What follows belongs to an exercise in optimizing a design on an open flow for a short achievable clock period and few clock cycles per item; a production flow would make more cautious choices. Only simulation tests tie the RTL to the original design; equivalence was not proved. Power and IR drop assume default switching activity.

Setup of the previous run:
## neighborhood_crowding_growth_rate_unit
module neighborhood_crowding_growth_rate_unit (
  input  logic                   clk,
  input  logic                   rst,
  input  logic                   cfg_we,
  input  logic [2:0]             cfg_index,
  input  logic [19:0]            cfg_data,
  input  logic                   item_valid,
  output logic                   item_ready,
  input  logic [19:0]            item_density_code,
  input  logic [19:0]            item_occupant_label,
  input  logic [1:0]             item_position_stage,
  input  logic [1:0]             item_center_type,
  input  logic signed [23:0]     item_inherent_rate,
  input  logic                   item_last_position,
  output logic                   result_valid,
  input  logic                   result_ready,
  output logic signed [31:0]     result_adjusted_rate,
  output logic [5:0]             result_r_neighbors,
  output logic [6:0]             result_k_neighbors,
  output logic [6:0]             result_total_neighbors
);
  localparam int NW      = WINDOW_POSITIONS;
  localparam int FDEPTH  = 8;             
  localparam int FAW     = 3;
  localparam int CAP     = FDEPTH;        
  localparam int QSTAGES = 16;            
  logic [19:0] group_a;
  logic [19:0] group_b;
  logic [14:0] r_limit;
  logic [14:0] k_limit;
  logic [15:0] alpha;
  logic [15:0] beta;
  logic [15:0] cap_r;
  ...
Size: ~4600 flip-flops, roughly 150 I/O pins, ~250000 µm² of cells after synthesis.
==> flow/config.mk <==
export PLATFORM = sky130hd
export DESIGN_NAME = neighborhood_crowding_growth_rate_unit
export DESIGN_NICKNAME = neighborhood_crowding_growth_rate_unit
export VERILOG_FILES = /design/flow/design.v
export SDC_FILE = /design/flow/constraint.sdc
export NUM_CORES = 4
export LEC_CHECK = 0
export ABC_CLOCK_PERIOD_IN_PS = 3000
export CAP_MARGIN = 20
export CORE_MARGIN = 2
export CORE_UTILIZATION = 65
export PLACE_DENSITY = 0.75
export SLEW_MARGIN = 20
==> flow/constraint.sdc <==
create_clock -name core_clock -period 11.0 [get_ports {clk}]
set_input_delay 2.2000 -clock core_clock [delete_from_list [all_inputs] [get_ports {clk}]]
set_output_delay 2.2000 -clock core_clock [all_outputs]
set_load 0.01 [all_outputs]
standard.sh (not shown) runs the stock make flow with config.mk's settings and CLKGATE_MAP_FILE= SYNTH_SCRIPT=/design/flow/synth_recipe.tcl, a recipe that flattens the netlist after the stock synthesis.
==> flow/flow/run.sh <==
#!/bin/bash
# Standard layout, with timing repair aiming well below the clock period.
set -euo pipefail
export SETUP_SLACK_MARGIN=7.8
bash standard.sh > standard_flow.log 2>&1
The previous run went all the way through the flow, and no timing, DRC or antenna check failed.
Testbench counts of the previous run, summed over its fixed seeds: cycles 24,336, positions 24,091.
## Diff of input files: the current run against the previous run
- PLACE_DENSITY changed from 0.75 to 0.65
- CORE_UTILIZATION changed from 65 to 55
## What came out
Of the current run and the previous run, the run reporting the lower final worst-path setup slack was the previous run.
Taking the previous run as the reference, in the current run area overhead of the layout relative to synthesis stayed essentially flat, combinational power -about 2%.
Slew at the pin closest to its max-slew limit for the current run is lower than for the previous run.
NOTE global-route wire length before repair the previous run->the current run decreased by a few percent
Cell area delta (the previous run -> the current run): insignificant
In the flow results for the current run and the previous run, the count of non-filler cells in the finished layout is smaller on the previous run.
The higher share of total power in combinational logic of the current run and the previous run is in the previous run.
Total power of the current run falls short of that of the previous run slightly.
As far as number of clock buffers in the layout is concerned, the previous run and the current run perform about the same.
Delta(number of ordinary and repair buffers in the finished layout, the current run - the previous run) < 0


old:
Another version of the RTL of neighborhood_crowding_growth_rate_unit (not shown whole).
Size: about 22000 cells after synthesis, roughly 4600 flip-flops, about 250000 um2 of cells after synthesis.
// neighborhood_crowding_growth_rate_unit
module neighborhood_crowding_growth_rate_unit (
  input  logic                   clk,
  input  logic                   rst,
  input  logic                   cfg_we,
  input  logic [2:0]             cfg_index,
  input  logic [19:0]            cfg_data,
  input  logic                   item_valid,
  output logic                   item_ready,
  input  logic [19:0]            item_density_code,
  input  logic [19:0]            item_occupant_label,
  input  logic [1:0]             item_position_stage,
  input  logic [1:0]             item_center_type,
  input  logic signed [23:0]     item_inherent_rate,
  input  logic                   item_last_position,
  output logic                   result_valid,
  input  logic                   result_ready,
  output logic signed [31:0]     result_adjusted_rate,
  output logic [5:0]             result_r_neighbors,
  output logic [6:0]             result_k_neighbors,
  output logic [6:0]             result_total_neighbors
);
Settings: LEC_CHECK=0, ABC_CLOCK_PERIOD_IN_PS=3000, CAP_MARGIN=20, CORE_MARGIN=2, CORE_UTILIZATION=48, PLACE_DENSITY=0.6, SLEW_MARGIN=20; clock period 11.0 ns.
Scripts as last shown in full above: flow/flow/run.sh
Testbench counts of old, summed over its fixed seeds: cycles 24,329, positions 24,091.
For new, these inputs were changed with respect to old:
# old
export LEC_CHECK = 0
export ABC_CLOCK_PERIOD_IN_PS = 3000
export CAP_MARGIN = 20
export CORE_MARGIN = 2
export CORE_UTILIZATION = 48
export PLACE_DENSITY = 0.6
export SLEW_MARGIN = 20
create_clock -name core_clock -period 11.0 [get_ports {clk}]
# new
export LEC_CHECK = 0
export ABC_CLOCK_PERIOD_IN_PS = 3000
export CAP_MARGIN = 20
export CORE_MARGIN = 2
export CORE_UTILIZATION = 55
export PLACE_DENSITY = 0.65
export SLEW_MARGIN = 20
create_clock -name core_clock -period 11.0 [get_ports {clk}]
### Flow results
Delta (new minus old): area taken by flip-flops and latches saw little to no change, detailed-route wire length saw a decrease, number of antenna violations at the first check in global routing saw an increase, worst hold slack saw a decrease.

## afterwards: timing with drivers on the ports
How much do the figures lean on ideal ports? The routed layouts below were timed once more, with nothing changed but the port constraints.
Step 1 assumes that a clkbuf_16 drives the clock port and a buf_2 every other input.
Step 2 times the ports against the registers' clock, not the clock port: input delays grow and output delays shrink by t, the midpoint of the rising clock arrivals with the driver on.
Three values: ideal ports, drivers, drivers and shift; two values: the first two.
| run | t, ns | slack for setup (ns) | worst setup path after step 2 | slew at the worst register clock pin (ns) |
|---|---|---|---|---|
| the previous run | 1.148 | 7.114 / 7.114 / 6.701 | input to register | 0.08 / 0.08 |
| the current run | 1.129 | 7.215 / 7.153 / 6.685 | input to register | 0.07 / 0.07 |
| old | 1.168 | 6.912 / 6.912 / 6.775 | input to register | 0.08 / 0.08 |
| new | 1.148 | 7.154 / 7.112 / 6.766 | input to register | 0.07 / 0.07 |
After both steps setup and hold are still met in every run listed. For the current run, which loses most, drivers alone change the setup slack by -0.062 ns; drivers and shift together by -0.530 ns.
